Source: an optimization exercise on an open RTL-to-GDS flow (aim: a short achievable clock period and few clock cycles). Production flows keep margins and buffers that such runs may drop. Where RTL was checked, it was by simulation tests only, not by an equivalence proof against the original. Only the layout flow was run in runs 1 and 2; the RTL was not checked for function there. Power figures rest on the tool's default switching activity, not on a simulated workload.

==> flow/design.v <==
`default_nettype none
package rsc_pkg;
    typedef logic [16-1:0]    word_t;
    typedef logic [3-1:0] reg_idx_t;
    typedef enum logic [3-1:0] {
        OP_ADD  = 3'd0,
        OP_ADDI = 3'd1,
        OP_NAND = 3'd2,
        OP_LUI  = 3'd3,
        OP_SW   = 3'd4,
        OP_LW   = 3'd5,
        OP_BEQ  = 3'd6,
        OP_JALR = 3'd7
    } opcode_e;
    typedef struct packed {
        logic  valid;
        word_t pc;
        word_t inst;
    } if_id_t;
    typedef struct packed {
        logic     valid;
        word_t    pc;
        opcode_e  opcode;
        reg_idx_t tgt;
        reg_idx_t src1;
        reg_idx_t src2;
        word_t    opnd1;      
        word_t    opnd2;
        word_t    imm;
    } id_ex_t;
    typedef struct packed {
        logic     valid;
        word_t    pc;
        opcode_e  opcode;
        reg_idx_t tgt;
        word_t    alu_result;
        word_t    st_data;
        logic     eq;
        word_t    imm;
    } ex_mem_t;
    typedef struct packed {
        logic     valid;
        reg_idx_t tgt;
        word_t    result;
    } mem_wb_t;
endpackage
`default_nettype wire
`timescale 1ns/1ps
`default_nettype none
module rsc_core (
    input  wire logic           i_clk,
    input  wire logic           i_rst,
    input  wire rsc_pkg::word_t i_inst,
    output rsc_pkg::word_t      o_pc,
    input  wire rsc_pkg::word_t i_mem_rd_data,
    output rsc_pkg::word_t      o_mem_addr,
    output rsc_pkg::word_t      o_mem_wr_data,
    output logic                o_mem_wr_en
);
    localparam int BTB_N = 16;
    logic [15:0] r_pc;
    logic        r_ras_v;
    logic [15:0] r_ras;
    logic        r_btb_v   [BTB_N];
    logic [11:0] r_btb_tag [BTB_N];
    logic [15:0] r_btb_tgt [BTB_N];
    logic        d_v;
    logic [15:0] d_pc;
    logic [15:0] d_inst;
    logic        d_ptaken;      
    logic [15:0] d_btgt;        
    logic        d_jpv;         
    logic [15:0] d_jtgt;
    logic        e_v;
    logic [15:0] e_pc;
    logic        e_wr;
    logic [2:0]  e_dst;
    logic        e_ld;
    logic        e_st;
    logic        e_beq;
    logic        e_jalr;
    logic        e_nand;
    logic        e_useimm;
    logic        e_zeroa;
    logic        e_sela;        
    logic        e_selb;
    logic [15:0] e_opa;
    logic [15:0] e_opb;
    logic [15:0] e_imm;
    logic        e_ptaken;
    logic [15:0] e_alt;         
    logic        e_jpv;
    logic [15:0] e_jtgt;
    logic        x1_wr;
    logic [2:0]  x1_dst;
    logic        x1_ld;
    logic        x1_st;
    logic [15:0] x1_res;
    logic [15:0] x1_sd;
    logic        x2_wr;
    logic [2:0]  x2_dst;
    logic        x2_ld;
    logic [15:0] x2_res;
    logic        x3_wr;
    logic [2:0]  x3_dst;
    logic [15:0] x3_val;
    logic [15:0] r_rf [1:7];
    logic [2:0]  f_op;
    logic        f_beq;
    logic        f_jalr;
    logic        f_ptaken;
    logic [15:0] f_inc;
    logic [15:0] f_btgt;
    logic [3:0]  f_idx;
    logic        f_btb_hit;
    logic        f_use_ras;
    logic        f_jpv;
    logic [15:0] f_jtgt;
    logic [15:0] f_pred;
    assign o_pc = r_pc;
    assign f_op     = i_inst[15:13];
    assign f_beq    = f_op == 3'd6;
    assign f_jalr   = f_op == 3'd7;
    assign f_ptaken = f_beq && (i_inst[12:10] == i_inst[9:7] || i_inst[6]);
    assign f_inc    = r_pc + 16'd1;
    assign f_btgt   = f_inc + {{9{i_inst[6]}}, i_inst[6:0]};
    assign f_idx     = r_pc[3:0];
    assign f_btb_hit = r_btb_v[f_idx] && r_btb_tag[f_idx] == r_pc[15:4];
    assign f_use_ras = r_ras_v && i_inst[12:10] == 3'd0;
    assign f_jpv     = f_jalr && (f_use_ras || f_btb_hit);
    assign f_jtgt    = f_use_ras ? r_ras : r_btb_tgt[f_idx];
    always_comb begin
        if (f_ptaken)
            f_pred = f_btgt;
        else if (f_jpv)
            f_pred = f_jtgt;
        else
            f_pred = f_inc;
    end
    logic [2:0]  d_op;
    logic [2:0]  d_ra;
    logic [2:0]  d_rb;
    logic [2:0]  d_rc;
    logic        d_add, d_addi, d_nand, d_lui, d_sw, d_lw, d_beq, d_jalr;
    logic [2:0]  d_srca;
    logic [2:0]  d_srcb;
    logic        d_wr;
    logic [15:0] d_imm;
    logic [15:0] d_link;
    assign d_op   = d_inst[15:13];
    assign d_ra   = d_inst[12:10];
    assign d_rb   = d_inst[9:7];
    assign d_rc   = d_inst[2:0];
    assign d_add  = d_op == 3'd0;
    assign d_addi = d_op == 3'd1;
    assign d_nand = d_op == 3'd2;
    assign d_lui  = d_op == 3'd3;
    assign d_sw   = d_op == 3'd4;
    assign d_lw   = d_op == 3'd5;
    assign d_beq  = d_op == 3'd6;
    assign d_jalr = d_op == 3'd7;
    assign d_srca = d_lui ? 3'd0 : d_rb;
    assign d_srcb = (d_add || d_nand) ? d_rc : ((d_sw || d_beq) ? d_ra : 3'd0);
    assign d_wr   = !(d_sw || d_beq) && d_ra != 3'd0;
    assign d_link = d_pc + 16'd1;
    always_comb begin
        if (d_lui)
            d_imm = {d_inst[9:0], 6'd0};
        else if (d_jalr)
            d_imm = d_link;
        else
            d_imm = {{9{d_inst[6]}}, d_inst[6:0]};
    end
    logic        a_e, a_1, a_2, a_3;
    logic        b_e, b_1, b_2, b_3;
    logic        a_stall, b_stall;
    logic        a_ready;            
    logic [15:0] a_reg, b_reg;       
    logic [15:0] a_val, b_val;       
    logic        a_ldin, b_ldin;
    assign a_e = e_wr && e_dst == d_srca;
    assign a_1 = x1_wr && x1_dst == d_srca;
    assign a_2 = x2_wr && x2_dst == d_srca;
    assign a_3 = x3_wr && x3_dst == d_srca;
    assign b_e = e_wr && e_dst == d_srcb;
    assign b_1 = x1_wr && x1_dst == d_srcb;
    assign b_2 = x2_wr && x2_dst == d_srcb;
    assign b_3 = x3_wr && x3_dst == d_srcb;
    assign a_stall = a_e ? e_ld : (a_1 && x1_ld);
    assign b_stall = b_e ? e_ld : (b_1 && x1_ld);
    assign a_ldin  = !a_e && !a_1 && a_2 && x2_ld;
    assign b_ldin  = !b_e && !b_1 && b_2 && x2_ld;
    assign a_ready = !a_e && !(a_1 && x1_ld) && !a_ldin;
    always_comb begin
        if (a_1)
            a_reg = x1_res;
        else if (a_2)
            a_reg = x2_res;
        else if (a_3)
            a_reg = x3_val;
        else if (d_srca == 3'd0)
            a_reg = 16'd0;
        else
            a_reg = r_rf[d_srca];
        if (b_1)
            b_reg = x1_res;
        else if (b_2)
            b_reg = x2_res;
        else if (b_3)
            b_reg = x3_val;
        else if (d_srcb == 3'd0)
            b_reg = 16'd0;
        else
            b_reg = r_rf[d_srcb];
    end
    assign a_val = a_ldin ? i_mem_rd_data : a_reg;
    assign b_val = b_ldin ? i_mem_rd_data : b_reg;
    logic        stall;
    logic        redir_d;
    logic        redir_e;
    logic [15:0] tgt_e;
    assign stall   = d_v && (a_stall || b_stall);
    assign redir_d = d_v && d_jalr && a_ready && !(d_jpv && d_jtgt == a_reg);
    logic [15:0] x_fa, x_fb;
    logic [15:0] x_a, x_b;
    logic [15:0] x_res;
    logic        x_eq;
    logic        x_jok;
    assign x_fa  = e_sela ? x1_res : e_opa;
    assign x_fb  = e_selb ? x1_res : e_opb;
    assign x_a   = e_zeroa ? 16'd0 : x_fa;
    assign x_b   = e_useimm ? e_imm : x_fb;
    assign x_res = e_nand ? ~(x_a & x_b) : (x_a + x_b);
    assign x_eq  = x_fa == x_fb;
    assign x_jok = e_jpv && x_fa == e_jtgt;
    assign redir_e = e_v && ((e_beq && (x_eq != e_ptaken)) || (e_jalr && !x_jok));
    assign tgt_e   = e_jalr ? x_fa : e_alt;
    assign o_mem_addr    = x1_res;
    assign o_mem_wr_data = x1_sd;
    assign o_mem_wr_en   = x1_st;
    always_ff @(posedge i_clk) begin
        if (i_rst)
            r_pc <= 16'd0;
        else if (redir_e)
            r_pc <= tgt_e;
        else if (redir_d)
            r_pc <= a_reg;
        else if (!stall)
            r_pc <= f_pred;
        if (i_rst || redir_e) begin
            d_v <= 1'b0;
        end else if (!stall) begin
            d_v      <= !redir_d;
            d_pc     <= r_pc;
            d_inst   <= i_inst;
            d_ptaken <= f_ptaken;
            d_btgt   <= f_btgt;
            d_jpv    <= f_jpv;
            d_jtgt   <= f_jtgt;
        end
        if (i_rst || redir_e || stall || !d_v) begin
            e_v    <= 1'b0;
            e_wr   <= 1'b0;
            e_ld   <= 1'b0;
            e_st   <= 1'b0;
            e_beq  <= 1'b0;
            e_jalr <= 1'b0;
        end else begin
            e_v    <= 1'b1;
            e_wr   <= d_wr;
            e_ld   <= d_lw;
            e_st   <= d_sw;
            e_beq  <= d_beq;
            e_jalr <= d_jalr;
        end
        e_pc     <= d_pc;
        e_dst    <= d_ra;
        e_nand   <= d_nand;
        e_useimm <= !(d_add || d_nand);
        e_zeroa  <= d_jalr;
        e_sela   <= a_e;
        e_selb   <= b_e;
        e_opa    <= a_val;
        e_opb    <= b_val;
        e_imm    <= d_imm;
        e_ptaken <= d_ptaken;
        e_alt    <= d_ptaken ? d_link : d_btgt;
        e_jpv    <= d_jpv || redir_d;
        e_jtgt   <= redir_d ? a_reg : d_jtgt;
        if (i_rst) begin
            x1_wr <= 1'b0;
            x1_ld <= 1'b0;
            x1_st <= 1'b0;
        end else begin
            x1_wr <= e_wr;
            x1_ld <= e_ld;
            x1_st <= e_st;
        end
        x1_dst <= e_dst;
        x1_res <= x_res;
        x1_sd  <= x_fb;
        if (i_rst) begin
            x2_wr <= 1'b0;
            x2_ld <= 1'b0;
        end else begin
            x2_wr <= x1_wr;
            x2_ld <= x1_ld;
        end
        x2_dst <= x1_dst;
        x2_res <= x1_res;
        if (i_rst)
            x3_wr <= 1'b0;
        else
            x3_wr <= x2_wr;
        x3_dst <= x2_dst;
        x3_val <= x2_ld ? i_mem_rd_data : x2_res;
        for (int i = 1; i < 8; i++)
            if (x3_wr && x3_dst == 3'(i))
                r_rf[i] <= x3_val;
        if (i_rst)
            r_ras_v <= 1'b0;
        else if (d_v && d_jalr && d_ra != 3'd0 && !stall && !redir_e) begin
            r_ras_v <= 1'b1;
            r_ras   <= d_link;
        end
        for (int i = 0; i < BTB_N; i++) begin
            if (i_rst)
                r_btb_v[i] <= 1'b0;
            else if (e_v && e_jalr && e_pc[3:0] == 4'(i)) begin
                r_btb_v[i]   <= 1'b1;
                r_btb_tag[i] <= e_pc[15:4];
                r_btb_tgt[i] <= x_fa;
            end
        end
    end
endmodule
`default_nettype wire
==> flow/run.sh <==
#!/bin/bash
# synth_recipe.tcl (not shown) runs the flow's synth.tcl, then flattens the netlist and writes it again
# the make line also repeats each setting of config.mk as NAME=value (left out here)
make -C /OpenROAD-flow-scripts/flow DESIGN_CONFIG=/design/flow/config.mk WORK_HOME=/design/flow/orfs CLKGATE_MAP_FILE= SYNTH_SCRIPT=/design/flow/synth_recipe.tcl finish
==> flow/config.mk <==
export PLATFORM = sky130hd
export DESIGN_NAME = rsc_core
export DESIGN_NICKNAME = rsc_core
export VERILOG_FILES = /design/flow/design.v
export SDC_FILE = /design/flow/constraint.sdc
export NUM_CORES = 4
export LEC_CHECK = 0
export CAP_MARGIN = 20
export CORE_MARGIN = 2
export CORE_UTILIZATION = 40
export SLEW_MARGIN = 20
==> flow/constraint.sdc <==
create_clock -name core_clock -period 6.5 [get_ports {i_clk}]
set_input_delay 1.3000 -clock core_clock [delete_from_list [all_inputs] [get_ports {i_clk}]]
set_output_delay 1.3000 -clock core_clock [all_outputs]
set_load 0.01 [all_outputs]
==> flow_summary_export.csv, run 1 <==
group,metric,value,unit
place,pre_cts_ws,1.10,ns
cells_and_area,layout.area.seq,23800,um^2
detailed_routing,vias,26437,
logic_synthesis,synth_nets,3017,
timing,max_freq,0.182,GHz
critical_path,crit_slowest_cell,"o311ai_0",
timing,setup_viol,0,
floorplanning,die_width,308,um
cts,cts.sinks,867,
power,p_leak,14.7,nW
logic_synthesis,synth_top_area_share,52.2,%
critical_path,critPathRequiredTime,7.06,ns
timing,worst_slew_pin_slew,1.33,ns
cts,clockBufferDepth,3,
worst_hold_path,min_path_type,"register to register",
place,io_buffers,82,
critical_path,timing.reg2reg.setup_slack,0.99,ns
worst_hold_path,min_to,"e_dst[0]",
grt,grt_pass1_vias,25487,
cells_and_area,multiInputGateArea,12300,um^2
cts,cts_made_buffers,94,
cells_and_area,num-fill-cells,8107,
detailed_routing,ant_nets,0,
logic_synthesis,synth-edff-count,642,
detailed_routing,drtPass1Iterations,6,
grt,track_usage,26.3,%
critical_path,critPathLaunchType,"register",
floorplanning,fp.dieH,308,um
timing,setup_ws,0.991,ns
detailed_routing,route.detailed.drc,0,
timing,period_share,84.8,%
logic_synthesis,yosys.area.top_type,"edfxtp_1",
detailed_routing,drt_iter0_drc,3186,
critical_path,critPathCaptureType,"register",
power,ir_drop,0.000211,V
timing,period_minus_slack,5.51,ns
timing,hold_viol,0,
cts,cts_tree,"done",
logic_synthesis,syn_avg_cell_area,12.5,um^2
floorplanning,dieArea,94700,um^2
critical_path,path_max_fanout,42,
logic_synthesis,synth_cell_types,101,
logic_synthesis,synthArstFlopShare,0,%
critical_path,reg2regPathDepth,18,
timing,slew_viol_final,0,
power,power_density,332,nW/um^2
cells_and_area,area_delta_synth_final,15.1,%
cells_and_area,layout.nets,3118,
logic_synthesis,yosysWarnings,21,
floorplanning,rows,111,
status,outcome,"finished clean",
grt,grt_max_degree,45,
cells_and_area,utilization,46.5,%
detailed_routing,wl_per_cell,29.1,um
cts,clock_tree.root_cell,"clkbuf_16",
cts,cts_setup_buffers,0,
cells_and_area,final_area,42500,um^2
cts,htree_num_levels,3,
cts,cts_resized,0,
critical_path,cp.arrival,6.06,ns
timing,rsz0062_at_grt,"false",
cts,clock_latency,0.69,ns
logic_synthesis,syn_inst,2945,
detailed_routing,routed_wl,126000,um
place,placed_cell_area,39500,um^2
logic_synthesis,ys_seq_area_share,64.4,%
logic_synthesis,ys_seq_elements,867,
critical_path,cp_common_cell,"xnor2_1",
cts,cts_hold_buffers,0,
timing,maxSlewHeadroom,10.1,%
worst_hold_path,hold_start,"d_inst[10]",
floorplanning,coreArea,91500,um^2
cells_and_area,drive_gt1_share,12.9,%
timing,skew,0.0314,ns
cts,clk_pin_slew,0.07,ns
flow_run,drv_cap,0,
floorplanning,io_pins,83,
place,place.gp.congestion,0.974,
timing,final.setup.tns,0,ns
logic_synthesis,synth_common_cells,"642 x edfxtp_1, 227 x nand2_1, 225 x dfxtp_1",
grt,grt_first_pass_wirelength,181000,um
critical_path,r2r-end,"r_pc[15]",
critical_path,crit_chain,"ha_2 > buf_4 > and3_1 > nand3_1 > nor2_1 > nand2_1 > xnor2_1 > ha_1 > or2_2 > o311ai_0 > a21o_1 > a21boi_0 > nor3_1 > o21bai_1 > a21oi_1 > xnor2_1 > a211oi_1 > a2111oi_1",
detailed_routing,via_per_inst,6.13,
grt,overflow,0,
critical_path,cp_slowest_stage_delay,0.72,ns
place,hpwlAfterDp,83200,um
critical_path,rr_startpoint,"r_pc[1]",
power,total_power,14.1,mW
logic_synthesis,netlist_area,36900,um^2
floorplanning,start_util,40.3,%
worst_hold_path,whs_path_depth,0,
logic_synthesis,synth_most_common_cell,"edfxtp_1",
logic_synthesis,synth_flop_cell,"edfxtp_1",
logic_synthesis,ys_top_cells_by_area,"edfxtp_1 52%, dfxtp_1 12%, a22oi_1 2.6%",
critical_path,crit_type,"register to register",
grt,antenna_found_initial,3,
metrics by stage:
step                      std cells  hold slack [ns]
after detailed placement       4136            0.389
after global placement         4136            0.389
after floorplan                2945            0.362
after global routing           4312            0.417
after CTS                      4312            0.405
final                          4313            0.402
state kept, by name, summed over array words and instances (netlist names), 16 cells and up:
name / flops
d_pc: 16
r_btb_tgt: 256
e_alt: 16
e_pc: 16
r_rf: 112
e_jtgt: 16
x1_res: 16
x2_res: 16
d_jtgt: 16
d_btgt: 16
x3_val: 16
r_btb_v: 16
x1_sd: 16
d_inst: 16
r_pc: 16
r_btb_tag: 192
e_opb: 16
e_imm: 16
r_ras: 16
e_opa: 16
report_power, final:
group          total, mW  internal, mW  switching (mW)
combinational       1.92         0.720            1.20
clock               5.30          3.02            2.28
sequential          6.88          6.37           0.505
logic make-up (layout without fill, tap and decap cells):
group | count (synthesis) | after routing | synth area share (%)
simple gates | 749 | 749 | 9.69
xor+xnor | 115 | 115 | 2.73
other cells | 0 | 1 | 0
mux | 142 | 142 | 4.35
compound gates | 773 | 773 | 14.7
buf+inv | 261 | 442 | 2.84
flops | 867 | 867 | 64.4
fa+ha+maj | 38 | 38 | 1.33
how the worst max path moves through the flow:
| stage | startpoint | endpoint | cells past startpoint |
|---|---|---|---|
| 4_1_cts | r_pc[1] | r_pc[15] | 18 |
| 3_3_place_gp | r_pc[1] | r_pc[15] | 18 |
| 5_1_grt | r_pc[1] | r_pc[15] | 18 |
| 3_5_place_dp | r_pc[1] | r_pc[15] | 18 |
| 6_report | r_pc[1] | r_pc[15] | 18 |
| 2_1_floorplan | e_sela | r_pc[6] | 16 |
per-layer routing:
layer | share of wire (%) | global-route usage (%) | wire length [um] | vias to the layer above
li1 | - | - | - | 11455
met1 | 40 | 35.2 | 50400 | 13193
met2 | 47 | 42.1 | 58500 | 1502
met3 | 9.1 | 4.82 | 11400 | 285
met4 | 4.3 | 11.0 | 5400 | 2
met5 | 0.013 | 0 | 16 | -
placed cells by master (no fill, tap or decap), types with 34 or more instances in the layout:
master           instances
a211oi_1                38
a21oi_1                160
a221oi_1                40
a22oi_1                129
buf_4                  102
clkbuf_16               96
clkdlybuf4s50_1         82
dfxtp_1                223
edfxtp_1               642
ha_1                    34
inv_1                   81
mux2_2                  78
mux2i_1                 56
nand2_1                227
nand3_1                 68
nand4_1                 49
nor2_1                 206
o21ai_0                112
xnor2_1                 74
xor2_1                  41
critical path, delay by kind of cell, from the launching register on:
family                     cells  cell delay [ns]
buffers and inverters          1             0.47
DFF                            1             0.63
adders and majority gates      2             0.56
and+or+nand+nor                6             1.41
xor gates and xnor gates       2             0.38
AOI/OAI and AO/OA              7             1.94
cell type report:
class,instances,area share [%]
Sequential cell,867,55.9
Clock buffer,119,5.97
Clock inverter,57,1.20
Inverter,81,0.715
Multi-Input combinational cell,1817,28.9
Timing Repair Buffer,185,3.78
Tap cell,1186,3.49
Antenna cell,1,0.00589
==> run 2: changes to the inputs <==
--- a/flow/config.mk
+++ b/flow/config.mk
@@ -9,3 +9,4 @@
 export CORE_MARGIN = 2
 export CORE_UTILIZATION = 40
+export SETUP_SLACK_MARGIN = 3
 export SLEW_MARGIN = 20
==> run 2 against run 1 <==
Against the previous run:
- clock skew up 0.015 ns
- highest routed layer is now met4
- critical path type unchanged
- critical path depth shrank 2
- power rose by 4.3%
- largest power group unchanged
- combinational power increased by 24%
==> flow_summary_export.csv, run 2 <==
group,metric,value,unit
timing,setup_ws,2.42,ns
cts,cts_made_buffers,92,
cts,cts_tree,"done",
place,pre_cts_ws,1.70,ns
cells_and_area,largest_reg_flops,256,
power,power_frac_clock,36.9,%
detailed_routing,routed_wl,135000,um
grt,antenna_found_initial,2,
detailed_routing,ant_nets,0,
power,p_leak,16.3,nW
cells_and_area,final_cell_mix,"642 x edfxtp_1, 225 x buf_4, 212 x nand2_1",
timing,hold_viol,0,
cts,clk_pin_slew,0.06,ns
power,p_seq_share,46.9,%
cts,clock_tree.root_cell,"clkbuf_16",
logic_synthesis,syn_inst,2945,
timing,slew_viol_final,0,
power,swShare,28.7,%
logic_synthesis,syn_avg_cell_area,12.5,um^2
grt,grt_first_pass_wirelength,191000,um
cells_and_area,top_regs,"r_btb_tgt (256), r_btb_tag (192), r_rf (112)",
cts,clock_latency,0.71,ns
detailed_routing,route.detailed.drc,0,
logic_synthesis,yosysWarnings,21,
place,dp.cells,4124,
place,io_buffers,82,
logic_synthesis,synth_most_common_cell,"edfxtp_1",
logic_synthesis,synth-edff-count,642,
critical_path,crit_chain,"and3b_4 > buf_6 > nor3_4 > buf_2 > a22oi_2 > nand4_1 > a221o_1 > nand2_2 > o2111ai_2 > a2111oi_4 > nand3_2 > o21ai_4 > buf_12 > buf_6 > mux2i_1 > o21ai_1",
detailed_routing,wl_per_cell,29.9,um
place,place.gp.congestion,0.964,
detailed_routing,drtPass1Iterations,6,
timing,max_freq,0.245,GHz
cells_and_area,area_delta_synth_final,25.7,%
timing,rsz0062_at_grt,"true",
floorplanning,fp.dieH,308,um
logic_synthesis,synth_flop_cell,"edfxtp_1",
logic_synthesis,synth_cell_types,101,
flow_run,drv_cap,0,
logic_synthesis,ys_top_cells_by_area,"edfxtp_1 52%, dfxtp_1 12%, a22oi_1 2.6%",
critical_path,cp_slowest_stage_delay,0.44,ns
cts,cts.sinks,867,
logic_synthesis,synth_common_cells,"642 x edfxtp_1, 227 x nand2_1, 225 x dfxtp_1",
logic_synthesis,synth_nets,3017,
power,p_sw,4.22,mW
floorplanning,dieArea,94700,um^2
timing,worst_slew_pin_slew,1.14,ns
floorplanning,io_pins,83,
floorplanning,die_width,308,um
cells_and_area,utilization,50.7,%
timing,period_minus_slack,4.08,ns
timing,final.setup.tns,0,ns
timing,fin_hold_ws,0.399,ns
worst_hold_path,min_path_type,"register to register",
critical_path,path_max_fanout,7,
critical_path,crit_slowest_cell,"a221o_1",
cells_and_area,layout.nets,3322,
grt,grt_pass1_vias,26600,
timing,maxSlewHeadroom,24.1,%
logic_synthesis,yosys.area.top_type,"edfxtp_1",
timing,setup_viol,0,
grt,overflow,0,
logic_synthesis,ys_seq_elements,867,
logic_synthesis,synth_top_area_share,52.2,%
cells_and_area,finalNonFillerCells,4514,
grt,track_usage,27.8,%
logic_synthesis,synthArstFlopShare,0,%
cts,htree_num_levels,3,
floorplanning,rows,111,
critical_path,critPathLaunchType,"register",
critical_path,cp_common_cell,"buf_6",
logic_synthesis,ys_seq_area_share,64.4,%
cells_and_area,largest_register,"r_btb_tgt",
timing,period_share,62.7,%
cells_and_area,layout_commonest_cell,"edfxtp_1",
floorplanning,start_util,40.3,%
power,ir_drop,0.000217,V
timing,skew,0.0461,ns
detailed_routing,vias,27951,
cts,cts_hold_buffers,0,
power,p_int,10.5,mW
critical_path,cp.arrival,4.68,ns
power,power_frac_comb,16.2,%
grt,grt_max_degree,38,
detailed_routing,via_per_inst,6.19,
cts,clockBufferDepth,3,
critical_path,crit_type,"register to register",
status,outcome,"finished clean",
logic_synthesis,netlist_area,36900,um^2
place,hpwlAfterDp,85200,um
critical_path,critPathCaptureType,"register",
detailed_routing,drt_iter0_drc,3959,
cells_and_area,drive_gt1_share,24.2,%
critical_path,critPathRequiredTime,7.10,ns
floorplanning,coreArea,91500,um^2
power,power_density,317,nW/um^2
[run 2: cell counts after synthesis]
Identical to the previous run, type by type.
[run 2: metrics by stage]
step / area (um^2) / power [mW]
after floorplan: 37400 / 7.87
after global placement: 39600 / 8.90
after detailed placement: 39700 / 8.91
after CTS: 44900 / 14.6
after global routing: 46400 / 15.1
final: 46400 / 14.7
[run 2: final cells by class]
cell class	instances	area [um^2]
fillers	7724	45100
inverters	81	325
repair buffers	385	3840
clock inverters	50	623
clock buffers	119	2490
flip-flops and latches	867	23800
well taps	1186	1480
diodes	3	7.51
multi-input cells	1823	13800
[run 2: routing by layer]
metal | track usage [%] | up-vias | wire length (um)
li1 | - | 11889 | -
met1 | 37.3 | 14004 | 53200
met2 | 43.9 | 1705 | 62300
met3 | 5.15 | 353 | 12500
met4 | 12.2 | 0 | 7070
met5 | 0 | - | 0
[run 2: worst paths after layout]
kind	from	endpoint	slack, ns	cells past startpoint
setup / recovery	d_inst[15]	r_pc[9]	2.42	16
hold / removal	d_inst[12]	e_dst[2]	0.40	0
setup reg to reg	d_inst[15]	r_pc[9]	2.42	16
hold reg to reg	d_inst[12]	e_dst[2]	0.40	0
[run 2: kinds of logic after synthesis]
kind of cell / share of synthesized area [%]
AO/OA/AOI/OAI: 14.7
flip-flops: 64.4
AND/OR/NAND/NOR: 9.69
XOR/XNOR: 2.73
adder cells (fa/ha/maj): 1.33
buffers and inverters: 2.84
multiplexers: 4.35
[run 2: repair_timing]
action | in CTS | in global routing
pin swaps | 69 | 65
endpoints found under the setup margin | 400 | 373
gates cloned | 12 | 6
gates resized for setup | 211 | 156
setup buffers | 117 | 83
[run 2: critical path: cells and delay by family, from the launching register on]
kind / cells / cell delay (ns)
mux: 1 / 0.27
flops: 1 / 0.43
simple gates: 5 / 1.00
compound gates: 6 / 1.66
buf+inv: 4 / 0.61
[run 2: power groups by stage]
| stage | combinational (mW) | clock, mW | sequential, mW |
|---|---|---|---|
| after floorplan | 1.15 | 0 | 6.72 |
| after global placement | 1.92 | 0 | 6.98 |
| after detailed placement | 1.93 | 0 | 6.98 |
| after CTS | 2.21 | 5.48 | 6.87 |
| after global routing | 2.50 | 5.69 | 6.91 |
| final | 2.38 | 5.43 | 6.90 |
==> run 3: changes to the inputs <==
--- a/flow/design.v
+++ b/flow/design.v
@@ -123,6 +123,22 @@
     assign f_jalr   = f_op == 3'd7;
     assign f_ptaken = f_beq && (i_inst[12:10] == i_inst[9:7] || i_inst[6]);
-    assign f_inc    = r_pc + 16'd1;
-    assign f_btgt   = f_inc + {{9{i_inst[6]}}, i_inst[6:0]};
+    logic [6:0]  f_lo;
+    logic        f_lo_co;
+    logic [8:0]  f_hi_inc;
+    logic [8:0]  f_hi_dec;
+    rsc_inc #(.W(16)) u_f_inc (.i_a(r_pc), .i_dec(1'b0), .o_s(f_inc));
+    rsc_inc #(.W(9)) u_f_hi_inc (.i_a(r_pc[15:7]), .i_dec(1'b0), .o_s(f_hi_inc));
+    rsc_inc #(.W(9)) u_f_hi_dec (.i_a(r_pc[15:7]), .i_dec(1'b1), .o_s(f_hi_dec));
+    rsc_add #(.W(7)) u_f_lo (.i_a(r_pc[6:0]), .i_b(i_inst[6:0]), .i_ci(1'b1),
+                             .o_s(f_lo), .o_co(f_lo_co));
+    always_comb begin
+        f_btgt[6:0] = f_lo;
+        if (i_inst[6] == f_lo_co)
+            f_btgt[15:7] = r_pc[15:7];
+        else if (f_lo_co)
+            f_btgt[15:7] = f_hi_inc;
+        else
+            f_btgt[15:7] = f_hi_dec;
+    end
     assign f_idx     = r_pc[3:0];
     assign f_btb_hit = r_btb_v[f_idx] && r_btb_tag[f_idx] == r_pc[15:4];
@@ -138,20 +154,26 @@
             f_pred = f_inc;
     end
+    logic [2:0]  f_srca;
+    logic [2:0]  f_srcb;
+    logic        f_wr;
+    logic [3:0]  f_ha;               
+    logic [3:0]  f_hb;
+    assign f_srca = (f_op == 3'd3) ? 3'd0 : i_inst[9:7];
+    assign f_srcb = (f_op == 3'd0 || f_op == 3'd2) ? i_inst[2:0] :
+                    ((f_op == 3'd4 || f_op == 3'd6) ? i_inst[12:10] : 3'd0);
+    assign f_wr   = !(f_op == 3'd4 || f_op == 3'd6) && i_inst[12:10] != 3'd0;
     logic [2:0]  d_op;
     logic [2:0]  d_ra;
-    logic [2:0]  d_rb;
-    logic [2:0]  d_rc;
-    logic        d_add, d_addi, d_nand, d_lui, d_sw, d_lw, d_beq, d_jalr;
-    logic [2:0]  d_srca;
+    logic        d_add, d_nand, d_lui, d_sw, d_lw, d_beq, d_jalr;
+    logic [2:0]  d_srca;             
     logic [2:0]  d_srcb;
     logic        d_wr;
+    logic [3:0]  d_ha;               
+    logic [3:0]  d_hb;
     logic [15:0] d_imm;
     logic [15:0] d_link;
     assign d_op   = d_inst[15:13];
     assign d_ra   = d_inst[12:10];
-    assign d_rb   = d_inst[9:7];
-    assign d_rc   = d_inst[2:0];
     assign d_add  = d_op == 3'd0;
-    assign d_addi = d_op == 3'd1;
     assign d_nand = d_op == 3'd2;
     assign d_lui  = d_op == 3'd3;
@@ -160,8 +182,5 @@
     assign d_beq  = d_op == 3'd6;
     assign d_jalr = d_op == 3'd7;
-    assign d_srca = d_lui ? 3'd0 : d_rb;
-    assign d_srcb = (d_add || d_nand) ? d_rc : ((d_sw || d_beq) ? d_ra : 3'd0);
-    assign d_wr   = !(d_sw || d_beq) && d_ra != 3'd0;
-    assign d_link = d_pc + 16'd1;
+    rsc_inc #(.W(16)) u_d_link (.i_a(d_pc), .i_dec(1'b0), .o_s(d_link));
     always_comb begin
         if (d_lui)
@@ -172,4 +191,8 @@
             d_imm = {{9{d_inst[6]}}, d_inst[6:0]};
     end
+    assign f_ha = {d_v && d_wr && d_ra == f_srca, e_wr && e_dst == f_srca,
+                   x1_wr && x1_dst == f_srca, x2_wr && x2_dst == f_srca};
+    assign f_hb = {d_v && d_wr && d_ra == f_srcb, e_wr && e_dst == f_srcb,
+                   x1_wr && x1_dst == f_srcb, x2_wr && x2_dst == f_srcb};
     logic        a_e, a_1, a_2, a_3;
     logic        b_e, b_1, b_2, b_3;
@@ -179,12 +202,7 @@
     logic [15:0] a_val, b_val;       
     logic        a_ldin, b_ldin;
-    assign a_e = e_wr && e_dst == d_srca;
-    assign a_1 = x1_wr && x1_dst == d_srca;
-    assign a_2 = x2_wr && x2_dst == d_srca;
-    assign a_3 = x3_wr && x3_dst == d_srca;
-    assign b_e = e_wr && e_dst == d_srcb;
-    assign b_1 = x1_wr && x1_dst == d_srcb;
-    assign b_2 = x2_wr && x2_dst == d_srcb;
-    assign b_3 = x3_wr && x3_dst == d_srcb;
+    logic [15:0] a_rf, b_rf;
+    assign {a_e, a_1, a_2, a_3} = d_ha;
+    assign {b_e, b_1, b_2, b_3} = d_hb;
     assign a_stall = a_e ? e_ld : (a_1 && x1_ld);
     assign b_stall = b_e ? e_ld : (b_1 && x1_ld);
@@ -192,4 +210,6 @@
     assign b_ldin  = !b_e && !b_1 && b_2 && x2_ld;
     assign a_ready = !a_e && !(a_1 && x1_ld) && !a_ldin;
+    assign a_rf = (d_srca == 3'd0) ? 16'd0 : r_rf[d_srca];
+    assign b_rf = (d_srcb == 3'd0) ? 16'd0 : r_rf[d_srcb];
     always_comb begin
         if (a_1)
@@ -199,8 +219,6 @@
         else if (a_3)
             a_reg = x3_val;
-        else if (d_srca == 3'd0)
-            a_reg = 16'd0;
         else
-            a_reg = r_rf[d_srca];
+            a_reg = a_rf;
         if (b_1)
             b_reg = x1_res;
@@ -209,8 +227,6 @@
         else if (b_3)
             b_reg = x3_val;
-        else if (d_srcb == 3'd0)
-            b_reg = 16'd0;
         else
-            b_reg = r_rf[d_srcb];
+            b_reg = b_rf;
     end
     assign a_val = a_ldin ? i_mem_rd_data : a_reg;
@@ -221,5 +237,5 @@
     logic [15:0] tgt_e;
     assign stall   = d_v && (a_stall || b_stall);
-    assign redir_d = d_v && d_jalr && a_ready && !(d_jpv && d_jtgt == a_reg);
+    assign redir_d = d_v && d_jalr && !d_jpv && a_ready;
     logic [15:0] x_fa, x_fb;
     logic [15:0] x_a, x_b;
@@ -231,5 +247,8 @@
     assign x_a   = e_zeroa ? 16'd0 : x_fa;
     assign x_b   = e_useimm ? e_imm : x_fb;
-    assign x_res = e_nand ? ~(x_a & x_b) : (x_a + x_b);
+    logic [15:0] x_sum;
+    logic        x_co;
+    rsc_add #(.W(16)) u_x_add (.i_a(x_a), .i_b(x_b), .i_ci(1'b0), .o_s(x_sum), .o_co(x_co));
+    assign x_res = e_nand ? ~(x_a & x_b) : x_sum;
     assign x_eq  = x_fa == x_fb;
     assign x_jok = e_jpv && x_fa == e_jtgt;
@@ -248,8 +267,9 @@
         else if (!stall)
             r_pc <= f_pred;
-        if (i_rst || redir_e) begin
+        if (i_rst || redir_e)
             d_v <= 1'b0;
-        end else if (!stall) begin
-            d_v      <= !redir_d;
+        else if (!stall)
+            d_v <= !redir_d;
+        if (!stall) begin
             d_pc     <= r_pc;
             d_inst   <= i_inst;
@@ -258,4 +278,12 @@
             d_jpv    <= f_jpv;
             d_jtgt   <= f_jtgt;
+            d_srca   <= f_srca;
+            d_srcb   <= f_srcb;
+            d_wr     <= f_wr;
+            d_ha     <= f_ha;
+            d_hb     <= f_hb;
+        end else begin
+            d_ha     <= {1'b0, d_ha[3:1]};
+            d_hb     <= {1'b0, d_hb[3:1]};
         end
         if (i_rst || redir_e || stall || !d_v) begin
@@ -286,6 +314,6 @@
         e_ptaken <= d_ptaken;
         e_alt    <= d_ptaken ? d_link : d_btgt;
-        e_jpv    <= d_jpv || redir_d;
-        e_jtgt   <= redir_d ? a_reg : d_jtgt;
+        e_jpv    <= d_jpv || a_ready;
+        e_jtgt   <= d_jpv ? d_jtgt : a_reg;
         if (i_rst) begin
             x1_wr <= 1'b0;
@@ -320,13 +348,14 @@
         if (i_rst)
             r_ras_v <= 1'b0;
-        else if (d_v && d_jalr && d_ra != 3'd0 && !stall && !redir_e) begin
+        else if (d_v && d_jalr && d_ra != 3'd0 && !stall && !redir_e)
             r_ras_v <= 1'b1;
-            r_ras   <= d_link;
-        end
+        if (d_jalr && d_ra != 3'd0 && !stall)
+            r_ras <= d_link;
         for (int i = 0; i < BTB_N; i++) begin
             if (i_rst)
                 r_btb_v[i] <= 1'b0;
-            else if (e_v && e_jalr && e_pc[3:0] == 4'(i)) begin
-                r_btb_v[i]   <= 1'b1;
+            else if (e_v && e_jalr && e_pc[3:0] == 4'(i))
+                r_btb_v[i] <= 1'b1;
+            if (e_jalr && e_pc[3:0] == 4'(i)) begin
                 r_btb_tag[i] <= e_pc[15:4];
                 r_btb_tgt[i] <= x_fa;
@@ -335,3 +364,41 @@
     end
 endmodule
+module rsc_add #(parameter int W = 16) (
+    input  wire logic [W-1:0] i_a,
+    input  wire logic [W-1:0] i_b,
+    input  wire logic         i_ci,
+    output logic [W-1:0]      o_s,
+    output logic              o_co
+);
+    logic [W-1:0] p, g, pp, gg;
+    always_comb begin
+        p  = i_a ^ i_b;
+        g  = i_a & i_b;
+        gg = g;
+        pp = p;
+        gg[0] = g[0] | (p[0] & i_ci);
+        for (int d = 1; d < W; d = d * 2)
+            for (int i = W - 1; i >= d; i--) begin
+                gg[i] = gg[i] | (pp[i] & gg[i-d]);
+                pp[i] = pp[i] & pp[i-d];
+            end
+        o_s  = p ^ {gg[W-2:0], i_ci};
+        o_co = gg[W-1];
+    end
+endmodule
+module rsc_inc #(parameter int W = 16) (
+    input  wire logic [W-1:0] i_a,
+    input  wire logic         i_dec,
+    output logic [W-1:0]      o_s
+);
+    logic [W-1:0] t, c;
+    always_comb begin
+        t = i_dec ? ~i_a : i_a;
+        c = t;
+        for (int d = 1; d < W; d = d * 2)
+            for (int i = W - 1; i >= d; i--)
+                c[i] = c[i] & c[i-d];
+        o_s = i_a ^ {c[W-2:0], 1'b1};
+    end
+endmodule
 `default_nettype wire
==> run 3 against run 2 <==
Against the previous run:
- area after synthesis is 0.28% higher
- cell area is 4.8% lower
- non-clock buffer count is 128 lower
- first-iteration DRC count is 21% lower
- worst hold slack worse by 0.0067 ns
- largest power group unchanged
- critical path depth is 6 lower
==> flow_summary_export.csv, run 3 <==
group,metric,value,unit
grt,track_usage,25.5,%
logic_synthesis,ys_top_cells_by_area,"edfxtp_1 53%, dfxtp_1 13%, mux2_2 3.1%",
timing,period_minus_slack,3.61,ns
cells_and_area,largest_register,"r_btb_tgt",
logic_synthesis,synthArstFlopShare,0,%
cts,cts_made_buffers,92,
critical_path,critPathLaunchType,"register",
logic_synthesis,synth_cell_types,85,
timing,fin_hold_ws,0.392,ns
detailed_routing,routed_wl,123000,um
critical_path,critPathRequiredTime,7.06,ns
detailed_routing,drt_iter0_drc,3127,
timing,setup_ws,2.89,ns
critical_path,crit_chain,"xor2_1 > nor4_1 > nand3_1 > a31oi_1 > nand4_1 > or3b_4 > nor2_2 > nand2_1 > o21ai_0 > a2111oi_2",
grt,overflow,0,
status,outcome,"finished clean",
place,pre_cts_ws,1.67,ns
timing,max_freq,0.277,GHz
critical_path,critPathCaptureType,"register",
place,hpwlAfterDp,75800,um
cts,cts.sinks,882,
critical_path,r2r-end,"r_pc[11]",
cells_and_area,area_delta_synth_final,19.3,%
logic_synthesis,synth-edff-count,649,
critical_path,rr_startpoint,"x1_res[15]",
logic_synthesis,syn_inst,2874,
critical_path,path_max_fanout,10,
power,ir_drop,0.000218,V
grt,top_usage_layer,"met2",
cells_and_area,final_area,44200,um^2
flow_run,drv_cap,0,
logic_synthesis,yosysWarnings,25,
floorplanning,start_util,40.4,%
cts,cts_hold_buffers,0,
cts,clockBufferDepth,3,
floorplanning,die_width,308,um
logic_synthesis,synth_flop_cell,"edfxtp_1",
detailed_routing,vias,26213,
grt,grt.met2_usage,40.3,%
timing,hold_viol,0,
critical_path,crit_type,"register to register",
timing,worst_slew_pin_slew,1.11,ns
critical_path,path_depth,10,
grt,antenna_found_initial,8,
floorplanning,fp.dieH,308,um
logic_synthesis,ys_seq_area_share,65.2,%
critical_path,crit_slowest_cell,"dfxtp_1",
detailed_routing,via_per_inst,6.07,
worst_hold_path,min_path_type,"register to register",
cells_and_area,final_cell_mix,"649 x edfxtp_1, 222 x dfxtp_1, 207 x nor2_1",
critical_path,reg2regPathDepth,10,
critical_path,cp_slowest_stage_delay,0.65,ns
critical_path,critical_path_buf_inv_count,0,
cells_and_area,layout_commonest_cell,"edfxtp_1",
critical_path,cp-startpoint,"x1_res[15]",
detailed_routing,route.detailed.drc,0,
floorplanning,coreArea,91700,um^2
critical_path,crit_family,"simple AND/OR/NAND/NOR gates",
cts,cts_tree,"done",
grt,grt_max_degree,48,
logic_synthesis,synth_most_common_cell,"edfxtp_1",
logic_synthesis,synth_common_cells,"649 x edfxtp_1, 233 x dfxtp_1, 223 x nor2_1",
timing,rsz0062_at_grt,"true",
timing,skew,0.0404,ns
detailed_routing,wl_per_cell,28.5,um
critical_path,timing.reg2reg.setup_slack,2.89,ns
floorplanning,io_pins,83,
cells_and_area,largest_reg_flops,256,
grt,met1_usage,35.0,%
place,io_buffers,82,
timing,slew_viol_final,0,
cts,htree_num_levels,3,
timing,setup_viol,0,
power,power_density,338,nW/um^2
cells_and_area,drive_gt1_share,17.9,%
timing,period_share,55.5,%
cts,clock_latency,0.68,ns
timing,maxSlewHeadroom,26.1,%
grt,use_met3,4.41,%
timing,final.setup.tns,0,ns
logic_synthesis,synth_top_area_share,52.6,%
power,total_power,14.9,mW
floorplanning,dieArea,95000,um^2
floorplanning,rows,111,
logic_synthesis,netlist_area,37000,um^2
power,p_leak,15.3,nW
logic_synthesis,synth_nets,2938,
logic_synthesis,yosys.area.top_type,"edfxtp_1",
logic_synthesis,ys_seq_elements,882,
critical_path,cp.arrival,4.16,ns
cts,clk_pin_slew,0.06,ns
logic_synthesis,syn_avg_cell_area,12.9,um^2
place,place.gp.congestion,0.915,
place,placed_cell_area,39400,um^2
critical_path,critPathCapture,"r_pc[11]",
cells_and_area,top_regs,"r_btb_tgt (256), r_btb_tag (192), r_rf (112)",
cells_and_area,layout.nets,3119,
detailed_routing,ant_nets,0,
grt,grt_pass1_vias,25559,
detailed_routing,drtPass1Iterations,5,
grt,grt_first_pass_wirelength,177000,um
cts,clock_tree.root_cell,"clkbuf_16",
==> run 3: area by class of cell <==
cell class / instances / area, um^2
Inverter: 76 / 310
Clock inverter: 43 / 504
Clock buffer: 128 / 2630
Fill cell: 7925 / 47500
Tap cell: 1186 / 1480
Antenna cell: 2 / 5.00
Timing Repair Buffer: 257 / 2570
Sequential cell: 882 / 24200
Multi-Input combinational cell: 1746 / 12500
==> run 3: through the flow <==
step	util, %	std cells
global route	48.2	4318
global placement	43.0	4053
CTS	47.8	4301
finish	48.2	4320
detailed placement	43.0	4054
floorplan	-	2874
==> run 3: metal layers <==
layer | wire length [um] | up-vias
met3 | 10400 | 286
li1 | - | 11286
met2 | 56500 | 1363
met5 | 69 | -
met1 | 51200 | 13268
met4 | 5120 | 10
==> run 3: worst min-delay path by stage <==
stage | slack, ns | cells after the start | endpoint | from
5_1_grt | 0.40 | 0 | x1_dst[1] | e_dst[1]
6_report | 0.39 | 0 | x3_dst[1] | x2_dst[1]
2_1_floorplan | 0.37 | 0 | e_pc[15] | d_pc[15]
3_5_place_dp | 0.39 | 0 | x1_dst[1] | e_dst[1]
3_3_place_gp | 0.39 | 0 | x3_dst[0] | x2_dst[0]
4_1_cts | 0.39 | 0 | x1_dst[1] | e_dst[1]
==> run 3: kinds of logic (layout without fill, tap and decap cells) <==
kind of cell | Yosys count | in the layout | share of synthesized area [%]
flops | 882 | 882 | 65.2
simple gates | 703 | 706 | 9.18
compound gates | 695 | 695 | 12.6
buf+inv | 249 | 504 | 2.79
mux | 191 | 191 | 6.18
xor+xnor | 124 | 124 | 2.93
fa+ha+maj | 30 | 30 | 1.05
other cells | 0 | 2 | 0
==> run 3: timing repair <==
action	CTS	global route
buffers inserted	66	15
pin swaps	24	19
gates resized for setup	129	38
gates cloned	10	1
setup endpoints to repair	62	25
==> run 3: power by group <==
group          internal [mW]  switching, mW  leakage [nW]
clock                   3.17           2.26          1.54
sequential              6.59          0.543          8.00
combinational          0.999           1.37          5.81
==> run 3: worst reg2reg max path: stages (launching register included) <==
cell	delay, ns
dfxtp_1	0.65
xor2_1	0.15
nor4_1	0.36
nand3_1	0.14
a31oi_1	0.40
nand4_1	0.30
or3b_4	0.45
nor2_2	0.09
nand2_1	0.28
o21ai_0	0.26
a2111oi_2	0.44
Testbench counts of run 3, summed over its fixed seeds: cycles 50,922.
==> run 4: changes to the inputs <==
--- a/flow/design.v
+++ b/flow/design.v
@@ -81,11 +81,12 @@
     logic        e_jalr;
     logic        e_nand;
-    logic        e_useimm;
-    logic        e_zeroa;
     logic        e_sela;        
     logic        e_selb;
     logic [15:0] e_opa;
     logic [15:0] e_opb;
-    logic [15:0] e_imm;
+    logic        e_asel;        
+    logic        e_bsel;
+    logic [15:0] e_aop;
+    logic [15:0] e_bop;
     logic        e_ptaken;
     logic [15:0] e_alt;         
@@ -142,5 +143,9 @@
     end
     assign f_idx     = r_pc[3:0];
-    assign f_btb_hit = r_btb_v[f_idx] && r_btb_tag[f_idx] == r_pc[15:4];
+    logic [BTB_N-1:0] f_btb_hits;
+    always_comb
+        for (int i = 0; i < BTB_N; i++)
+            f_btb_hits[i] = r_btb_v[i] && r_btb_tag[i] == r_pc[15:4];
+    assign f_btb_hit = f_btb_hits[f_idx];
     assign f_use_ras = r_ras_v && i_inst[12:10] == 3'd0;
     assign f_jpv     = f_jalr && (f_use_ras || f_btb_hit);
@@ -245,6 +250,6 @@
     assign x_fa  = e_sela ? x1_res : e_opa;
     assign x_fb  = e_selb ? x1_res : e_opb;
-    assign x_a   = e_zeroa ? 16'd0 : x_fa;
-    assign x_b   = e_useimm ? e_imm : x_fb;
+    assign x_a   = e_asel ? x1_res : e_aop;
+    assign x_b   = e_bsel ? x1_res : e_bop;
     logic [15:0] x_sum;
     logic        x_co;
@@ -305,11 +310,12 @@
         e_dst    <= d_ra;
         e_nand   <= d_nand;
-        e_useimm <= !(d_add || d_nand);
-        e_zeroa  <= d_jalr;
         e_sela   <= a_e;
         e_selb   <= b_e;
         e_opa    <= a_val;
         e_opb    <= b_val;
-        e_imm    <= d_imm;
+        e_asel   <= a_e && !d_jalr;
+        e_bsel   <= b_e && (d_add || d_nand);
+        e_aop    <= d_jalr ? 16'd0 : a_val;
+        e_bop    <= (d_add || d_nand) ? b_val : d_imm;
         e_ptaken <= d_ptaken;
         e_alt    <= d_ptaken ? d_link : d_btgt;
--- a/flow/config.mk
+++ b/flow/config.mk
@@ -9,4 +9,4 @@
 export CORE_MARGIN = 2
 export CORE_UTILIZATION = 40
-export SETUP_SLACK_MARGIN = 3
+export SETUP_SLACK_MARGIN = 5
 export SLEW_MARGIN = 20
==> run 4 against run 3 <==
Against the previous run:
- power up 12%
- wire length increased by 28%
- sequential cell count grew 16
- clock skew is 0.014 ns higher
- clock power about the same
- die area increased by 4.7%
- combinational power is about 70% higher
- setup slack better by 0.42 ns
- critical path type unchanged
- critical endpoint is now r_pc[7]
- largest cell class unchanged
- largest power group unchanged
- highest routed layer unchanged
==> flow_summary_export.csv, run 4 <==
group,metric,value,unit
cells_and_area,final_cell_mix,"649 x edfxtp_1, 336 x buf_4, 224 x buf_6",
power,p_sw,5.02,mW
critical_path,path_max_fanout,6,
grt,grt_pass1_vias,30030,
power,power_frac_clock,32.5,%
timing,rsz0062_at_grt,"true",
place,hpwlAfterDp,81300,um
logic_synthesis,ys_seq_area_share,63.1,%
cells_and_area,layout.nets,3817,
logic_synthesis,synthArstFlopShare,0,%
critical_path,reg2regPathDepth,13,
critical_path,r2r-end,"r_pc[7]",
detailed_routing,drtPass1Iterations,5,
logic_synthesis,synth_flop_cell,"edfxtp_1",
floorplanning,rows,114,
floorplanning,fp.dieH,315,um
timing,period_share,49.0,%
logic_synthesis,synth_cell_types,88,
power,power_density,292,nW/um^2
floorplanning,io_pins,83,
power,p_leak,20.7,nW
cts,cts_hold_buffers,0,
detailed_routing,via_per_inst,6.09,
logic_synthesis,ys_seq_elements,898,
logic_synthesis,yosysWarnings,25,
timing,slew_viol_final,0,
cells_and_area,layout_commonest_cell,"edfxtp_1",
logic_synthesis,ys_top_cells_by_area,"edfxtp_1 50%, dfxtp_1 13%, xnor2_1 3.9%",
grt,grt_max_degree,39,
power,p_seq_share,43.5,%
logic_synthesis,synth_nets,3103,
worst_hold_path,hold_start,"d_hb[3]",
logic_synthesis,synth_common_cells,"649 x edfxtp_1, 249 x dfxtp_1, 211 x nor2_1",
cts,clock_tree.root_cell,"clkbuf_16",
logic_synthesis,synth_most_common_cell,"edfxtp_1",
timing,final.setup.tns,0,ns
worst_hold_path,whs_path_depth,0,
grt,track_usage,30.1,%
detailed_routing,ant_nets,0,
critical_path,crit_chain,"buf_12 > buf_4 > xor2_1 > nor4_1 > nand4_1 > o21ai_2 > a221oi_4 > a31oi_4 > buf_6 > buf_6 > a221o_1 > o221ai_1 > a311oi_1",
timing,setup_viol,0,
detailed_routing,wl_per_cell,30.8,um
critical_path,crit_slowest_cell,"dfxtp_4",
logic_synthesis,syn_avg_cell_area,12.8,um^2
cts,cts_made_buffers,95,
logic_synthesis,synth_top_area_share,50.2,%
critical_path,timing.reg2reg.setup_slack,3.31,ns
cts,htree_num_levels,3,
power,ir_drop,0.000256,V
timing,period_minus_slack,3.19,ns
critical_path,crit_type,"register to register",
timing,skew,0.0546,ns
cts,clockBufferDepth,3,
cts,clock_latency,0.72,ns
timing,worst_slew_pin_slew,1.20,ns
timing,max_freq,0.314,GHz
timing,maxSlewHeadroom,19.6,%
floorplanning,coreArea,96400,um^2
detailed_routing,vias,31146,
grt,antenna_found_initial,4,
detailed_routing,drt_iter0_drc,4508,
power,power_frac_comb,24.0,%
critical_path,cp_slowest_stage_delay,0.42,ns
cells_and_area,drive_gt1_share,44.3,%
cells_and_area,largest_reg_flops,256,
worst_hold_path,min_to,"e_selb",
timing,hold_viol,0,
critical_path,cp.arrival,3.75,ns
detailed_routing,route.detailed.drc,0,
power,p_int,11.7,mW
worst_hold_path,min_path_type,"register to register",
critical_path,rr_startpoint,"r_pc[13]",
place,place.gp.congestion,0.918,
logic_synthesis,synth-edff-count,649,
logic_synthesis,netlist_area,38800,um^2
critical_path,critPathRequiredTime,7.06,ns
detailed_routing,routed_wl,158000,um
flow_run,drv_cap,0,
cells_and_area,num-fill-cells,6995,
place,io_buffers,82,
timing,fin_hold_ws,0.402,ns
logic_synthesis,yosys.area.top_type,"edfxtp_1",
floorplanning,dieArea,99500,um^2
status,outcome,"finished clean",
floorplanning,die_width,315,um
grt,overflow,0,
cells_and_area,top_regs,"r_btb_tgt (256), r_btb_tag (192), r_rf (112)",
critical_path,critPathCaptureType,"register",
critical_path,cp_common_cell,"buf_6",
critical_path,critPathLaunchType,"register",
cts,cts.sinks,898,
cts,cts_tree,"done",
floorplanning,start_util,40.2,%
cts,clk_pin_slew,0.07,ns
cells_and_area,area_delta_synth_final,47.4,%
power,swShare,30.1,%
cells_and_area,largest_register,"r_btb_tgt",
logic_synthesis,syn_inst,3039,
grt,grt_first_pass_wirelength,215000,um
-- run 4: cell count changes in the layout (fill, tap and decap cells not counted), moves of 61 or more --
cell | before | now
buf_6 | 12 | 224
buf_4 | 137 | 336
buf_12 | 14 | 133
a21oi_1 | 175 | 94
a22oi_1 | 119 | 40
o21ai_0 | 103 | 27
xor2_1 | 44 | 120
clkdlybuf4s50_1 | 77 | 3
xnor2_1 | 80 | 141
-- run 4: critical path: cells and delay by family, from the launching register on --
kind / cells / cell delay [ns]
AOI/OAI and AO/OA: 6 / 1.21
xor gates and xnor gates: 1 / 0.15
buffers and inverters: 4 / 0.61
DFF: 1 / 0.42
and+or+nand+nor: 2 / 0.61
-- run 4: cells by family (layout without fill, tap and decap cells) --
kind of cell	count (synthesis)	in the layout	share of synthesized area, %
muxes	201	201	5.90
buffers and inverters	288	1071	3.34
AOI/OAI and AO/OA	610	612	10.8
DFF	898	898	63.1
xor gates and xnor gates	318	318	7.20
adders and majority gates	30	30	1.01
and+or+nand+nor	694	704	8.68
other	0	3	0
-- run 4: worst max-delay path by stage --
stage | from | end | slack [ns] | cells past startpoint
CTS | r_pc[14] | r_pc[7] | 3.44 | 14
floorplan | i_inst[1] | r_pc[12] | 3.05 | 12
finish | r_pc[13] | r_pc[7] | 3.31 | 13
detailed placement | i_inst[12] | r_pc[0] | 1.89 | 9
global placement | i_inst[12] | r_pc[0] | 1.84 | 9
global route | r_pc[13] | r_pc[7] | 3.30 | 13
-- run 4: cell type report --
cell class                 instances  area (um^2)  area share, %
sequential                       898        24700           43.1
timing repair buffer             791         9640           16.9
clock buffer                     119         2560           4.48
inverter                          91          529          0.926
antenna                            3         7.51         0.0131
timing repair inverter            11          164          0.287
tap                             1276         1600           2.79
clock inverter                    59          539          0.943
multi-input combinational       1865        17500           30.6
-- run 4: stage by stage --
| stage | util [%] | instance area [um^2] | setup WS, ns | power (mW) | instances |
|---|---|---|---|---|---|
| finish | 59.3 | 57200 | 3.31 | 16.7 | 5113 |
| global route | 59.3 | 57200 | 3.30 | 17.1 | 5110 |
| CTS | 56.7 | 54700 | 3.44 | 16.3 | 4997 |
| detailed placement | 43.4 | 41800 | 1.89 | 9.69 | 4254 |
| global placement | 43.3 | 41700 | 1.84 | 9.65 | 4252 |
| floorplan | - | 40500 | 3.05 | 8.62 | 3039 |
-- run 4: power by group through the flow --
stage	sequential, mW	combinational, mW	clock (mW)
floorplan	7.16	1.47	0
global placement	7.56	2.09	0
detailed placement	7.58	2.11	0
CTS	7.24	3.62	5.43
global route	7.29	4.13	5.66
finish	7.27	4.02	5.43
-- run 4: routing by layer --
| layer | vias to the layer above | share of wire (%) | track usage (%) |
|---|---|---|---|
| met5 | - | 0.018 | 0 |
| met4 | 4 | 7.7 | 18.3 |
| met3 | 641 | 10 | 7.06 |
| met2 | 2170 | 46 | 47.7 |
| met1 | 15541 | 36 | 37.6 |
| li1 | 12790 | - | - |
-- run 4: what timing repair did --
action                                  4_1_cts  5_1_grt
endpoints found under the setup margin     1154      989
setup buffers                               508      103
hold endpoints to repair                      0        0
cloned                                       57       10
pin swaps                                   243      201
gates resized for setup                    1159      290
Testbench counts of run 4, summed over its fixed seeds: cycles 50,922.
==> run 5: changes to the inputs <==
--- a/flow/design.v
+++ b/flow/design.v
@@ -63,5 +63,5 @@
     logic [15:0] r_ras;
     logic        r_btb_v   [BTB_N];
-    logic [11:0] r_btb_tag [BTB_N];
+    logic [3:0]  r_btb_tag [BTB_N];     
     logic [15:0] r_btb_tgt [BTB_N];
     logic        d_v;
@@ -96,4 +96,7 @@
     logic [2:0]  x1_dst;
     logic        x1_ld;
+    logic        x1_eld;        
+    logic        e_eld;
+    logic [15:0] r_maddr;
     logic        x1_st;
     logic [15:0] x1_res;
@@ -146,5 +149,5 @@
     always_comb
         for (int i = 0; i < BTB_N; i++)
-            f_btb_hits[i] = r_btb_v[i] && r_btb_tag[i] == r_pc[15:4];
+            f_btb_hits[i] = r_btb_v[i] && r_btb_tag[i] == r_pc[7:4];
     assign f_btb_hit = f_btb_hits[f_idx];
     assign f_use_ras = r_ras_v && i_inst[12:10] == 3'd0;
@@ -210,8 +213,8 @@
     assign {a_e, a_1, a_2, a_3} = d_ha;
     assign {b_e, b_1, b_2, b_3} = d_hb;
-    assign a_stall = a_e ? e_ld : (a_1 && x1_ld);
-    assign b_stall = b_e ? e_ld : (b_1 && x1_ld);
-    assign a_ldin  = !a_e && !a_1 && a_2 && x2_ld;
-    assign b_ldin  = !b_e && !b_1 && b_2 && x2_ld;
+    assign a_stall = a_e ? e_ld : (a_1 && x1_ld && !x1_eld);
+    assign b_stall = b_e ? e_ld : (b_1 && x1_ld && !x1_eld);
+    assign a_ldin  = !a_e && (a_1 ? x1_eld : (a_2 && x2_ld));
+    assign b_ldin  = !b_e && (b_1 ? x1_eld : (b_2 && x2_ld));
     assign a_ready = !a_e && !(a_1 && x1_ld) && !a_ldin;
     assign a_rf = (d_srca == 3'd0) ? 16'd0 : r_rf[d_srca];
@@ -243,4 +246,6 @@
     assign stall   = d_v && (a_stall || b_stall);
     assign redir_d = d_v && d_jalr && !d_jpv && a_ready;
+    logic        d_eld;
+    assign d_eld = d_v && d_lw && d_inst[9:7] == 3'd0 && !e_ld && !e_st;
     logic [15:0] x_fa, x_fb;
     logic [15:0] x_a, x_b;
@@ -260,5 +265,5 @@
     assign redir_e = e_v && ((e_beq && (x_eq != e_ptaken)) || (e_jalr && !x_jok));
     assign tgt_e   = e_jalr ? x_fa : e_alt;
-    assign o_mem_addr    = x1_res;
+    assign o_mem_addr    = r_maddr;
     assign o_mem_wr_data = x1_sd;
     assign o_mem_wr_en   = x1_st;
@@ -321,12 +326,19 @@
         e_alt    <= d_ptaken ? d_link : d_btgt;
         e_jpv    <= d_jpv || a_ready;
+        if (i_rst || redir_e || stall || !d_v)
+            e_eld <= 1'b0;
+        else
+            e_eld <= d_eld;
+        r_maddr  <= d_eld ? {{9{d_inst[6]}}, d_inst[6:0]} : x_res;
         e_jtgt   <= d_jpv ? d_jtgt : a_reg;
         if (i_rst) begin
             x1_wr <= 1'b0;
             x1_ld <= 1'b0;
+            x1_eld <= 1'b0;
             x1_st <= 1'b0;
         end else begin
             x1_wr <= e_wr;
             x1_ld <= e_ld;
+            x1_eld <= e_eld;
             x1_st <= e_st;
         end
@@ -339,8 +351,8 @@
         end else begin
             x2_wr <= x1_wr;
-            x2_ld <= x1_ld;
+            x2_ld <= x1_ld && !x1_eld;
         end
         x2_dst <= x1_dst;
-        x2_res <= x1_res;
+        x2_res <= x1_eld ? i_mem_rd_data : x1_res;
         if (i_rst)
             x3_wr <= 1'b0;
@@ -364,5 +376,5 @@
                 r_btb_v[i] <= 1'b1;
             if (e_jalr && e_pc[3:0] == 4'(i)) begin
-                r_btb_tag[i] <= e_pc[15:4];
+                r_btb_tag[i] <= e_pc[7:4];
                 r_btb_tgt[i] <= x_fa;
             end
==> run 5 against run 4 <==
Against the previous run:
- largest power group unchanged
- highest routed layer is now met4
- still clean
- cell area is 9.8% lower
- via count down 6.9%
- critical path type unchanged
- clock skew fell by 0.0053 ns
- power is 6.8% lower
- die area fell by 11%
- utilization grew 1.3 points
==> flow_summary_export.csv, run 5 <==
group,metric,value,unit
status,outcome,"finished clean",
logic_synthesis,synthArstFlopShare,0,%
cts,clock_tree.root_cell,"clkbuf_16",
logic_synthesis,synth_simple_gate_area_share,9.67,%
cts,cts_hold_buffers,0,
grt,antenna_found_initial,2,
critical_path,cp.arrival,3.56,ns
critical_path,crit_slowest_cell,"dfxtp_4",
timing,max_freq,0.331,GHz
detailed_routing,drtPass1Iterations,6,
power,ir_drop,0.000318,V
critical_path,crit_type,"register to register",
logic_synthesis,yosysWarnings,25,
detailed_routing,vias,29000,
cells_and_area,final_cell_mix,"521 x edfxtp_1, 270 x buf_4, 230 x buf_6",
worst_hold_path,min_path_type,"register to register",
logic_synthesis,synth-edff-count,521,
cts,clk_pin_slew,0.06,ns
cells_and_area,layout.area.seq,21000,um^2
critical_path,critPathLaunchType,"register",
logic_synthesis,synth_xor_area_share,4.81,%
critical_path,crit_chain,"clkinvlp_4 > ha_4 > buf_12 > buf_4 > nand3_1 > o21ai_0 > a222oi_1 > nand4_1 > o22ai_4 > a21oi_4 > o221a_2 > o221ai_1 > a311oi_1",
logic_synthesis,yosys.area.top_type,"edfxtp_1",
timing,setup_viol,0,
place,place.gp.congestion,0.938,
timing,period_share,46.4,%
floorplanning,io_pins,83,
detailed_routing,ant_nets,0,
floorplanning,start_util,40.4,%
cells_and_area,drive_gt1_share,46.8,%
logic_synthesis,netlist_area,34400,um^2
detailed_routing,drt_iter0_drc,3630,
cells_and_area,area_delta_synth_final,50.0,%
floorplanning,die_width,297,um
cells_and_area,layout_commonest_cell,"edfxtp_1",
critical_path,critPathCaptureType,"register",
cts,cts_made_buffers,87,
logic_synthesis,synth_top_area_share,45.5,%
cells_and_area,largest_register,"r_btb_tgt",
timing,fin_hold_ws,0.386,ns
logic_synthesis,syn_avg_cell_area,12.0,um^2
timing,worst_slew_pin_slew,1.25,ns
timing,rsz0062_at_grt,"true",
grt,track_usage,30.9,%
logic_synthesis,synth_adder_area_share,1.14,%
logic_synthesis,synth_flop_cell,"edfxtp_1",
grt,grt_pass1_vias,27918,
cells_and_area,num-fill-cells,6328,
logic_synthesis,synth_nets,2931,
cells_and_area,top_regs,"r_btb_tgt (256), r_rf (112), r_btb_tag (64)",
cells_and_area,utilization,60.6,%
floorplanning,rows,107,
cells_and_area,layout.nets,3561,
grt,grt_first_pass_wirelength,199000,um
place,io_buffers,82,
critical_path,cp_slowest_stage_delay,0.44,ns
grt,grt_max_degree,46,
detailed_routing,routed_wl,146000,um
logic_synthesis,ys_seq_area_share,60.6,%
timing,hold_viol,0,
power,power_density,302,nW/um^2
timing,final.setup.tns,0,ns
flow_run,drv_cap,0,
cells_and_area,largest_reg_flops,256,
timing,period_minus_slack,3.02,ns
logic_synthesis,ys_top_cells_by_area,"edfxtp_1 46%, dfxtp_1 15%, mux2_2 4.4%",
logic_synthesis,synth-compound-area-share,12.6,%
power,total_power,15.6,mW
critical_path,critPathRequiredTime,7.04,ns
logic_synthesis,synth_most_common_cell,"edfxtp_1",
floorplanning,dieArea,88300,um^2
cts,cts_tree,"done",
timing,maxSlewHeadroom,16.8,%
logic_synthesis,synth_cell_types,86,
timing,skew,0.0493,ns
cts,htree_num_levels,3,
logic_synthesis,syn_inst,2867,
cts,clock_latency,0.68,ns
timing,slew_viol_final,0,
detailed_routing,via_per_inst,6.15,
logic_synthesis,ys_seq_elements,780,
floorplanning,coreArea,85100,um^2
detailed_routing,route.detailed.drc,0,
critical_path,path_max_fanout,5,
grt,overflow,0,
cts,cts.sinks,780,
floorplanning,fp.dieH,297,um
place,hpwlAfterDp,76900,um
cells_and_area,multiInputGateArea,16600,um^2
logic_synthesis,synth.mux.area_fraction,7.61,%
power,p_leak,19.1,nW
detailed_routing,wl_per_cell,31.0,um
logic_synthesis,synth_top_family_by_area,"compound AO/OA/AOI/OAI gates",
logic_synthesis,synth_common_cells,"521 x edfxtp_1, 259 x dfxtp_1, 189 x a21oi_1",
cts,clockBufferDepth,3,
==> run 5: final timing paths <==
check	from	endpoint	slack (ns)	cells after the start
worst min register to register	e_dst[2]	x1_dst[2]	0.39	0
worst min-delay path	e_dst[2]	x1_dst[2]	0.39	0
worst max-delay path	r_pc[1]	r_pc[13]	3.48	13
worst max register to register	r_pc[1]	r_pc[13]	3.48	13
==> run 5: area by class of cell <==
cell class / count / share of cell area (%)
timing repair inverter: 3 / 0.0922
sequential: 780 / 40.7
timing repair buffer: 710 / 17.1
clock inverter: 59 / 1.60
inverter: 102 / 1.00
antenna: 3 / 0.0146
multi-input combinational: 1813 / 32.2
clock buffer: 102 / 4.47
tap: 1144 / 2.78
==> run 5: where the power goes <==
part | switching, mW | total, mW | internal [mW]
Combinational | 1.84 | 3.57 | 1.73
Clock | 2.18 | 5.43 | 3.25
Sequential | 0.648 | 6.57 | 5.93
Total | 4.68 | 15.6 | 10.9
==> run 5: what timing repair did <==
item | CTS | global route
endpoints found under the setup margin | 1038 | 835
endpoints found under the hold margin | 0 | 0
setup buffers | 421 | 113
pin swaps | 264 | 186
gates cloned | 60 | 14
resized for setup | 1175 | 257
==> run 5: critical path: cells and delay by family, from the launching register on <==
family | cells | cell delay, ns
flops | 1 | 0.44
compound gates | 7 | 1.41
buf+inv | 3 | 0.47
simple gates | 2 | 0.33
fa+ha+maj | 1 | 0.23
==> run 5: stage by stage <==
step / cell area [um^2] / setup slack [ns] / std cells
floorplan: 36000 / 3.31 / 2867
global placement: 37200 / 2.25 / 3942
detailed placement: 37200 / 2.15 / 3944
CTS: 49100 / 3.61 / 4586
global route: 51600 / 3.43 / 4714
finish: 51600 / 3.48 / 4716
==> run 5: logic make-up (layout without fill, tap and decap cells) <==
family / after synthesis / in the layout
other: 0 / 3
multiplexers: 235 / 235
AND/OR/NAND/NOR: 686 / 704
AO/OA/AOI/OAI: 652 / 655
adder cells (fa/ha/maj): 30 / 30
XOR/XNOR: 189 / 189
buffers and inverters: 295 / 976
flip-flops: 780 / 780
==> run 5: layer usage <==
layer  part of all wire [%]  wire length [um]  GRT usage [%]
met1                     37             54200           39.8
met2                     46             66900           49.6
met3                     10             15200           6.43
met4                    6.6              9700           15.4
met5                      0                 0              0
Testbench counts of run 5, summed over its fixed seeds: cycles 49,978.

port drivers added, routing unchanged:
The results above use ideal ports. As a check the final layouts listed here were re-extracted and re-timed, cells and wires unchanged.
Step 1 assumes that a clkbuf_16 drives the clock port and a buf_2 every other input.
Step 2 also shifts input and output timing later by t, the mid clock arrival at the registers, as if the neighbouring blocks saw the same clock.
a / b / c = ideal ports / drivers / drivers and shift; a / b = the first two.
run | t, ns | slack for setup (ns) | slew at the worst register clock pin (ns) | worst slew at a driven data input, ns
run 1 | 0.755 | 0.991 / 0.991 / 0.991 | 0.07 / 0.07 | 0.12
run 2 | 0.762 | 2.423 / 2.423 / 1.982 | 0.07 / 0.07 | 0.14
run 3 | 0.726 | 2.895 / 2.895 / 2.187 | 0.07 / 0.07 | 0.13
run 4 | 0.768 | 3.312 / 3.312 / 2.683 | 0.07 / 0.07 | 0.20
run 5 | 0.732 | 3.483 / 3.483 / 2.882 | 0.07 / 0.07 | 0.20
After both steps setup and hold are still met in every run listed. The setup slack of run 3, which loses most, moves by 0.000 ns with the drivers and by -0.708 ns with both steps.
